Background: an optimization exercise with open tools, aiming at small area, a short achievable clock period and few clock cycles per item. Do not read the settings as production practice.
RTL that was checked went through simulation tests only; none was proved equivalent to the original.

## old
Design subtitle_pixel_src_over_blend_unit, start of the top module:
module subtitle_pixel_src_over_blend_unit #(
  parameter int unsigned MaxCanvasDim = spsob_pkg::MaxCanvasDim
) (
  input  wire logic              clk_i,
  input  wire logic              rst_ni,
  input  wire logic              start,
  output logic                   busy,
  input  wire logic [103:0]      req_i,
  output logic                   done_o,
  output logic [56:0]            res_o,
  input  wire logic              cfg_valid_i,
  output logic                   cfg_ready_o,
  input  wire logic              cfg_index_i,
  input  wire logic [12:0]       cfg_data_i
);
export LEC_CHECK = 0
export CAP_MARGIN = 20
export CORE_MARGIN = 2
export CORE_UTILIZATION = 40
export SLEW_MARGIN = 20
create_clock -name core_clock -period 24.0 [get_ports {clk_i}]
standard.sh (not shown) runs the stock make flow with config.mk's settings and CLKGATE_MAP_FILE= SYNTH_SCRIPT=/design/flow/synth_recipe.tcl, a recipe that flattens the netlist after the stock synthesis.
==> flow/flow/run.sh <==
#!/bin/bash
# Standard layout flow with these changes:
#  - synthesis runs Yosys's synth with -noabc (the final ABC mapping still runs), so the
#    hand-built adder trees reach the full-adder extraction as written;
#  - port buffers are sky130_fd_sc_hd__buf_2 (every port is still buffered);
#  - larger clock-tree sink clusters;
#  - timing repair aims for SETUP_SLACK_MARGIN ns of setup slack.
set -euo pipefail
sed '1s/yosys synth -nofsm -noshare /yosys synth -nofsm -noshare -noabc /' synth_recipe.tcl > synth_noabc.tcl
grep -q -- '-noabc' synth_noabc.tcl
bash standard.sh SYNTH_SCRIPT="$PWD/synth_noabc.tcl" SETUP_SLACK_MARGIN=17.6 \
  "BUFFER_PORTS_ARGS=-buffer_cell sky130_fd_sc_hd__buf_2" \
  CTS_CLUSTER_SIZE=24 CTS_CLUSTER_DIAMETER=120 CORE_UTILIZATION=60 \
  finish > make_finish.log 2>&1
Every stage of the flow completed for old, and the final layout passed the timing, design-rule and antenna checks.
[inputs] new vs old
--- a/flow/design.v
+++ b/flow/design.v
@@ -1891,56 +1891,56 @@
   assign ia2 = ~fa2_q;
   spsob_mul8x8 u_x (.a(da2_q), .b(ia2), .p(x2));
   spsob_c255   u_xc (.l(x2[7:0]), .h(x2[15:8]), .c(xc2));
   assign xs2 = x2[7:0] + x2[15:8];
   assign xq2 = xc2 ? x2[15:8] + 8'd1 : x2[15:8];
   assign xr2 = xc2 ? xs2 + 8'd1 : xs2;
   logic [7:0]  fa3_q, xq3_q, xr3_q;
   logic        we3_q;
-  logic [23:0] idx3_q, df3_q, d3_q;
+  logic [23:0] idx3_q, m3_q, df3_q, d3_q;
   logic [2:0]  ge3_q;
   always_ff @(posedge clk_i) begin
     fa3_q  <= fa2_q;
     xq3_q  <= xq2;
     xr3_q  <= xr2;
     we3_q  <= we2_q;
     idx3_q <= we2_q ? idx2_q : 24'd0;
     d3_q   <= d2_q;
     for (int l = 0; l < 3; l++) begin
       logic [7:0] s, d;
-      logic [8:0] sd;
+      logic       ge;
       s  = s2_q[8*l +: 8];
       d  = d2_q[8*l +: 8];
-      sd = {1'b0, s} - {1'b0, d};
-      ge3_q[l]        <= !sd[8] || !we2_q;
-      df3_q[8*l +: 8] <= sd[8] ? d - s : sd[7:0];
+      ge = (s >= d) || !we2_q;
+      ge3_q[l]        <= ge;
+      m3_q[8*l +: 8]  <= ge ? d : s;
+      df3_q[8*l +: 8] <= ge ? s - d : d - s;
     end
   end
   logic [7:0]  w3  [3];
-  logic [7:0]  m3  [3];
   logic [15:0] v3  [3];
-  logic        vc3 [3];
+  logic [8:0]  vs3 [3];
   logic [15:0] t3  [3];
   for (genvar l = 0; l < 3; l++) begin : g_s4
-    assign m3[l]  = ge3_q[l] ? d3_q[8*l +: 8] : d3_q[8*l +: 8] - df3_q[8*l +: 8];
-    assign w3[l]  = ge3_q[l] ? fa3_q : xq3_q;
+    assign w3[l] = ge3_q[l] ? fa3_q : xq3_q;
     spsob_mul8x8 u_v (.a(d3_q[8*l +: 8]), .b(xr3_q), .p(v3[l]));
-    spsob_c255 u_c (.l(v3[l][7:0]), .h(v3[l][15:8]), .c(vc3[l]));
-    spsob_mac8 u_t (.a(w3[l]), .b(df3_q[8*l +: 8]), .c(v3[l][15:8]), .ci(vc3[l]), .p(t3[l]));
+    spsob_c255 u_c (.l(v3[l][7:0]), .h(v3[l][15:8]), .c(vs3[l][8]));
+    assign vs3[l][7:0] = '0;
+    spsob_mac8 u_t (.a(w3[l]), .b(df3_q[8*l +: 8]), .c(v3[l][15:8]), .ci(vs3[l][8]), .p(t3[l]));
   end
   logic [7:0]  oan4_q;
   logic        we4_q;
   logic [23:0] idx4_q, m4_q;
   logic [47:0] t4_q;
   always_ff @(posedge clk_i) begin
     oan4_q <= ~(fa3_q + xq3_q);
     we4_q  <= we3_q;
     idx4_q <= idx3_q;
-    for (int l = 0; l < 3; l++) m4_q[8*l +: 8] <= m3[l];
+    m4_q   <= m3_q;
     for (int l = 0; l < 3; l++) t4_q[16*l +: 16] <= t3[l];
   end
   logic [15:0] r4_7 [3];
   logic [15:0] r4_6 [3];
   logic [15:0] r4_5 [3];
   logic [2:0]  q4   [3];
   for (genvar l = 0; l < 3; l++) begin : g_s5
     spsob_div_cell #(.Bit(7)) u_b7 (.r_i(t4_q[16*l +: 16]), .dn_i(oan4_q), .r_o(r4_7[l]), .q_o(q4[l][2]));
Results
Setup slack: new more than old. Register-to-register slack (new over old): increase, 0.18 ns. When new is set beside old, its share of the clock period used by the worst path after layout turns out to be 0.76 points smaller. Taking old as the reference point, the synthesized cell count of new falls by about 3.6%. new packs its core tighter than old.
Testbench counts of new, summed over its fixed seeds: cycles 12,056, items 12,000.
Function not checked in old: the RTL went through the layout flow alone.

RTL: one of the versions met above, not the one the previous note started from.
Size in the first run: about 4,500 cells after synthesis, about 730 flip-flops, roughly 180 I/O pins, ~48,000 µm² of cells after synthesis.
==> flow/config.mk <==
export PLATFORM = sky130hd
export DESIGN_NAME = subtitle_pixel_src_over_blend_unit
export DESIGN_NICKNAME = subtitle_pixel_src_over_blend_unit
export VERILOG_FILES = /design/flow/design.v
export SDC_FILE = /design/flow/constraint.sdc
export NUM_CORES = 4
export LEC_CHECK = 0
export CAP_MARGIN = 20
export CORE_MARGIN = 2
export CORE_UTILIZATION = 40
export SLEW_MARGIN = 20
==> flow/constraint.sdc <==
create_clock -name core_clock -period 24.0 [get_ports {clk_i}]
set_input_delay 4.8000 -clock core_clock [delete_from_list [all_inputs] [get_ports {clk_i}]]
set_output_delay 4.8000 -clock core_clock [all_outputs]
set_load 0.01 [all_outputs]
==> flow/flow/run.sh <==
#!/bin/bash
# Standard layout flow with these changes:
#  - synthesis runs Yosys's synth with -noabc (the final ABC mapping still runs), so the
#    hand-built adder trees reach the full-adder extraction as written;
#  - port buffers are sky130_fd_sc_hd__buf_2 (every port is still buffered);
#  - larger clock-tree sink clusters;
#  - timing repair aims for SETUP_SLACK_MARGIN ns of setup slack.
set -euo pipefail
sed '1s/yosys synth -nofsm -noshare /yosys synth -nofsm -noshare -noabc /' synth_recipe.tcl > synth_noabc.tcl
grep -q -- '-noabc' synth_noabc.tcl
bash standard.sh SYNTH_SCRIPT="$PWD/synth_noabc.tcl" SETUP_SLACK_MARGIN=17.6 \
  "BUFFER_PORTS_ARGS=-buffer_cell sky130_fd_sc_hd__buf_2" \
  CTS_CLUSTER_SIZE=24 CTS_CLUSTER_DIAMETER=120 CORE_UTILIZATION=50 \
  finish > make_finish.log 2>&1
Testbench counts at the start, summed over its fixed seeds: cycles 12,056, items 12,000.
==> next run, changes <==
--- a/flow/design.v
+++ b/flow/design.v
@@ -1887,64 +1887,64 @@
   end
   logic [15:0] x2;
   logic [7:0]  xq2, xr2, xs2, ia2;
   logic        xc2;
   assign ia2 = ~fa2_q;
   spsob_mul8x8 u_x (.a(da2_q), .b(ia2), .p(x2));
   spsob_c255   u_xc (.l(x2[7:0]), .h(x2[15:8]), .c(xc2));
   assign xs2 = x2[7:0] + x2[15:8];
   assign xq2 = xc2 ? x2[15:8] + 8'd1 : x2[15:8];
   assign xr2 = xc2 ? xs2 + 8'd1 : xs2;
   logic [7:0]  fa3_q, xq3_q, xr3_q;
   logic        we3_q;
-  logic [23:0] idx3_q, m3_q, df3_q, d3_q;
+  logic [23:0] idx3_q, df3_q, d3_q;
   logic [2:0]  ge3_q;
   always_ff @(posedge clk_i) begin
     fa3_q  <= fa2_q;
     xq3_q  <= xq2;
     xr3_q  <= xr2;
     we3_q  <= we2_q;
     idx3_q <= we2_q ? idx2_q : 24'd0;
     d3_q   <= d2_q;
     for (int l = 0; l < 3; l++) begin
       logic [7:0] s, d;
-      logic       ge;
+      logic [8:0] sd;
       s  = s2_q[8*l +: 8];
       d  = d2_q[8*l +: 8];
-      ge = (s >= d) || !we2_q;
-      ge3_q[l]        <= ge;
-      m3_q[8*l +: 8]  <= ge ? d : s;
-      df3_q[8*l +: 8] <= ge ? s - d : d - s;
+      sd = {1'b0, s} - {1'b0, d};
+      ge3_q[l]        <= !sd[8] || !we2_q;
+      df3_q[8*l +: 8] <= sd[8] ? d - s : sd[7:0];
     end
   end
   logic [7:0]  w3  [3];
+  logic [7:0]  m3  [3];
   logic [15:0] v3  [3];
-  logic [8:0]  vs3 [3];
+  logic        vc3 [3];
   logic [15:0] t3  [3];
   for (genvar l = 0; l < 3; l++) begin : g_s4
-    assign w3[l] = ge3_q[l] ? fa3_q : xq3_q;
+    assign m3[l]  = ge3_q[l] ? d3_q[8*l +: 8] : d3_q[8*l +: 8] - df3_q[8*l +: 8];
+    assign w3[l]  = ge3_q[l] ? fa3_q : xq3_q;
     spsob_mul8x8 u_v (.a(d3_q[8*l +: 8]), .b(xr3_q), .p(v3[l]));
-    spsob_c255 u_c (.l(v3[l][7:0]), .h(v3[l][15:8]), .c(vs3[l][8]));
-    assign vs3[l][7:0] = '0;
-    spsob_mac8 u_t (.a(w3[l]), .b(df3_q[8*l +: 8]), .c(v3[l][15:8]), .ci(vs3[l][8]), .p(t3[l]));
+    spsob_c255 u_c (.l(v3[l][7:0]), .h(v3[l][15:8]), .c(vc3[l]));
+    spsob_mac8 u_t (.a(w3[l]), .b(df3_q[8*l +: 8]), .c(v3[l][15:8]), .ci(vc3[l]), .p(t3[l]));
   end
   logic [7:0]  oan4_q;
   logic        we4_q;
   logic [23:0] idx4_q, m4_q;
   logic [47:0] t4_q;
   always_ff @(posedge clk_i) begin
     oan4_q <= ~(fa3_q + xq3_q);
     we4_q  <= we3_q;
     idx4_q <= idx3_q;
-    m4_q   <= m3_q;
+    for (int l = 0; l < 3; l++) m4_q[8*l +: 8] <= m3[l];
     for (int l = 0; l < 3; l++) t4_q[16*l +: 16] <= t3[l];
   end
   logic [15:0] r4_7 [3];
   logic [15:0] r4_6 [3];
   logic [15:0] r4_5 [3];
   logic [2:0]  q4   [3];
   for (genvar l = 0; l < 3; l++) begin : g_s5
     spsob_div_cell #(.Bit(7)) u_b7 (.r_i(t4_q[16*l +: 16]), .dn_i(oan4_q), .r_o(r4_7[l]), .q_o(q4[l][2]));
     spsob_div_cell #(.Bit(6)) u_b6 (.r_i(r4_7[l]), .dn_i(oan4_q), .r_o(r4_6[l]), .q_o(q4[l][1]));
     spsob_div_cell #(.Bit(5)) u_b5 (.r_i(r4_6[l]), .dn_i(oan4_q), .r_o(r4_5[l]), .q_o(q4[l][0]));
   end
   logic [7:0]  oan5_q;
- area after synthesis climbs slightly
- setup slack got worse by 0.11 ns
- via count rises by a few percent
- design area hardly moves
- maximum frequency is lower slightly
- critical path depth does not change
- core utilization is about the same
- sequential share of layout area falls by 0.94 points
- routed wire length rises slightly
- final cell count climbs by a few percent
Only the layout flow was run in the second run of this note; the RTL was not checked for function there.

== rev 12 ==
subtitle_pixel_src_over_blend_unit, a different RTL version from the one above (not shown whole).
Size in the first run: ~180 I/O pins.
==> flow/design.v (excerpt) <==
module subtitle_pixel_src_over_blend_unit #(
  parameter int unsigned MaxCanvasDim = spsob_pkg::MaxCanvasDim
) (
  input  wire logic              clk_i,
  input  wire logic              rst_ni,
  input  wire logic              start,
  output logic                   busy,
  input  wire logic [103:0]      req_i,
  output logic                   done_o,
  output logic [56:0]            res_o,
  input  wire logic              cfg_valid_i,
  output logic                   cfg_ready_o,
  input  wire logic              cfg_index_i,
  input  wire logic [12:0]       cfg_data_i
);
  localparam int unsigned NStg = 7;
  logic [15:0] pos_x, pos_y;
  logic [7:0]  cov, src_t, dst_a;
  logic [23:0] src_c, dst_c;
  assign pos_x = req_i[103:88];
  assign pos_y = req_i[87:72];
  assign cov   = req_i[71:64];
  assign src_c = req_i[63:40];
  assign src_t = req_i[39:32];
  assign dst_a = req_i[31:24];
  assign dst_c = req_i[23:0];
  assign busy        = 1'b0;
  assign cfg_ready_o = 1'b1;
  logic [12:0] wid_q, hgt_q, cfg_clamped;
  ...
==> flow/config.mk <==
export PLATFORM = sky130hd
export DESIGN_NAME = subtitle_pixel_src_over_blend_unit
export DESIGN_NICKNAME = subtitle_pixel_src_over_blend_unit
export VERILOG_FILES = /design/flow/design.v
export SDC_FILE = /design/flow/constraint.sdc
export NUM_CORES = 4
export LEC_CHECK = 0
export CAP_MARGIN = 20
export CORE_MARGIN = 2
export CORE_UTILIZATION = 40
export SLEW_MARGIN = 20
==> flow/constraint.sdc <==
create_clock -name core_clock -period 24.0 [get_ports {clk_i}]
set_input_delay 4.8000 -clock core_clock [delete_from_list [all_inputs] [get_ports {clk_i}]]
set_output_delay 4.8000 -clock core_clock [all_outputs]
set_load 0.01 [all_outputs]
==> flow/flow/run.sh <==
#!/bin/bash
# Standard layout flow with these changes:
#  - synthesis runs Yosys's synth with -noabc (the final ABC mapping still runs), so the
#    hand-built adder trees reach the full-adder extraction as written;
#  - port buffers are sky130_fd_sc_hd__buf_2 (every port is still buffered);
#  - larger clock-tree sink clusters;
#  - timing repair aims for SETUP_SLACK_MARGIN ns of setup slack.
set -euo pipefail
sed '1s/yosys synth -nofsm -noshare /yosys synth -nofsm -noshare -noabc /' synth_recipe.tcl > synth_noabc.tcl
grep -q -- '-noabc' synth_noabc.tcl
bash standard.sh SYNTH_SCRIPT="$PWD/synth_noabc.tcl" SETUP_SLACK_MARGIN=17 \
  "BUFFER_PORTS_ARGS=-buffer_cell sky130_fd_sc_hd__buf_2" \
  CTS_CLUSTER_SIZE=24 CTS_CLUSTER_DIAMETER=120 CORE_UTILIZATION=60 \
  finish > make_finish.log 2>&1
For rev 13, these inputs were changed with respect to rev 12:
--- a/flow/design.v
+++ b/flow/design.v
@@ -1365,61 +1365,60 @@
     px1_q  <= pos_x[11:0];
     py1_q  <= pos_y[11:0];
     w1_q   <= wid_q;
     cov1_q <= cov;
     it1_q  <= ~src_t;
     da1_q  <= dst_a;
     s1_q   <= src_c;
     d1_q   <= dst_c;
   end
   logic [15:0] cf1;
-  logic [8:0]  cs1;
-  logic [7:0]  fa1;
+  logic        cc1;
+  logic [7:0]  fa1, fh1p;
   logic        we1;
   logic [23:0] idx1;
   spsob_mul8x8 u_cf (.a(cov1_q), .b(it1_q), .p(cf1));
-  assign cs1 = {1'b0, cf1[7:0]} + {1'b0, cf1[15:8]};
-  assign fa1 = cf1[15:8] + {7'd0, (cs1 >= 9'd255)};
-  assign we1 = on1_q && ((cf1[15:8] != 8'd0) || (cs1 >= 9'd255));
+  spsob_c255   u_cc (.l(cf1[7:0]), .h(cf1[15:8]), .c(cc1));
+  assign fh1p = cf1[15:8] + 8'd1;
+  assign fa1  = cc1 ? fh1p : cf1[15:8];
+  assign we1  = on1_q && ((cf1[15:8] != 8'd0) || cc1);
   spsob_mul_idx u_idx (.a(py1_q), .b(w1_q), .c(px1_q), .p(idx1));
   logic [7:0]  fa2_q, da2_q;
   logic        we2_q;
   logic [23:0] idx2_q, s2_q, d2_q;
   always_ff @(posedge clk_i) begin
-    fa2_q  <= we1 ? fa1 : 8'd0;
+    fa2_q  <= on1_q ? fa1 : 8'd0;
     we2_q  <= we1;
-    idx2_q <= we1 ? idx1 : 24'd0;
+    idx2_q <= idx1;
     da2_q  <= da1_q;
     s2_q   <= s1_q;
     d2_q   <= d1_q;
   end
   logic [15:0] x2;
-  logic [7:0]  xq2, xr2;
-  logic [8:0]  xs2;
-  logic [7:0]  ia2;
+  logic [7:0]  xq2, xr2, xs2, ia2;
   logic        xc2;
   assign ia2 = ~fa2_q;
   spsob_mul8x8 u_x (.a(da2_q), .b(ia2), .p(x2));
-  assign xs2 = {1'b0, x2[7:0]} + {1'b0, x2[15:8]};
-  assign xc2 = (xs2 >= 9'd255);
-  assign xq2 = x2[15:8] + {7'd0, xc2};
-  assign xr2 = xs2[7:0] + {7'd0, xc2};
+  spsob_c255   u_xc (.l(x2[7:0]), .h(x2[15:8]), .c(xc2));
+  assign xs2 = x2[7:0] + x2[15:8];
+  assign xq2 = xc2 ? x2[15:8] + 8'd1 : x2[15:8];
+  assign xr2 = xc2 ? xs2 + 8'd1 : xs2;
   logic [7:0]  fa3_q, xq3_q, xr3_q;
   logic        we3_q;
   logic [23:0] idx3_q, m3_q, df3_q, d3_q;
   logic [2:0]  ge3_q;
   always_ff @(posedge clk_i) begin
     fa3_q  <= fa2_q;
     xq3_q  <= xq2;
     xr3_q  <= xr2;
     we3_q  <= we2_q;
-    idx3_q <= idx2_q;
+    idx3_q <= we2_q ? idx2_q : 24'd0;
     d3_q   <= d2_q;
     for (int l = 0; l < 3; l++) begin
       logic [7:0] s, d;
       logic       ge;
       s  = s2_q[8*l +: 8];
       d  = d2_q[8*l +: 8];
       ge = (s >= d) || !we2_q;
       ge3_q[l]        <= ge;
       m3_q[8*l +: 8]  <= ge ? d : s;
       df3_q[8*l +: 8] <= ge ? s - d : d - s;
--- outcome ---
Via count normalized by instance count grows slightly when moving from rev 12 to rev 13.
Rev 13 against rev 12: total non-filler cell area in the finished layout decreased about 0.6%; number of standard cells in the final layout excluding fillers lost 28.
Going from rev 12 to rev 13, area of the mapped netlist grew slightly.
| area of combinational cells with multiple inputs | rev 13 vs rev 12 | ≈ equal |
Of rev 12 and rev 13, the run reporting the lower number of distinct library cells after synthesis was rev 13.
Testbench counts of rev 13, summed over its fixed seeds: cycles 12,056, items 12,000.
No functional check of the RTL was part of rev 12.

## afterwards: timing with drivers on the ports
Ports are ideal in the flow. The routed layouts listed here were re-timed in OpenROAD.
Step 1, drivers: a clkbuf_16 drives clk_i and a buf_2 each remaining input, both assumed.
Step 2 also shifts input and output timing later by t, the mid clock arrival at the registers, as if the neighbouring blocks saw the same clock.
Three values: ideal ports, drivers, drivers and shift; two values: the first two.
run	shift t [ns]	setup WS [ns]	worst setup path at the end
old	0.647	17.640 / 17.640 / 17.227	input to register
new	0.649	17.823 / 17.823 / 17.378	input to register
the first run of note 2	0.679	17.846 / 17.846 / 17.241	input to register
the second run of note 2	0.672	17.737 / 17.737 / 17.228	input to register
rev 12	0.656	17.368 / 17.368 / 17.125	input to register
rev 13	0.648	17.358 / 17.358 / 17.211	input to register
After both steps setup and hold are still met in every run listed. For the first run of note 2, which loses most, drivers alone change the setup slack by 0.000 ns; drivers and shift together by -0.605 ns.
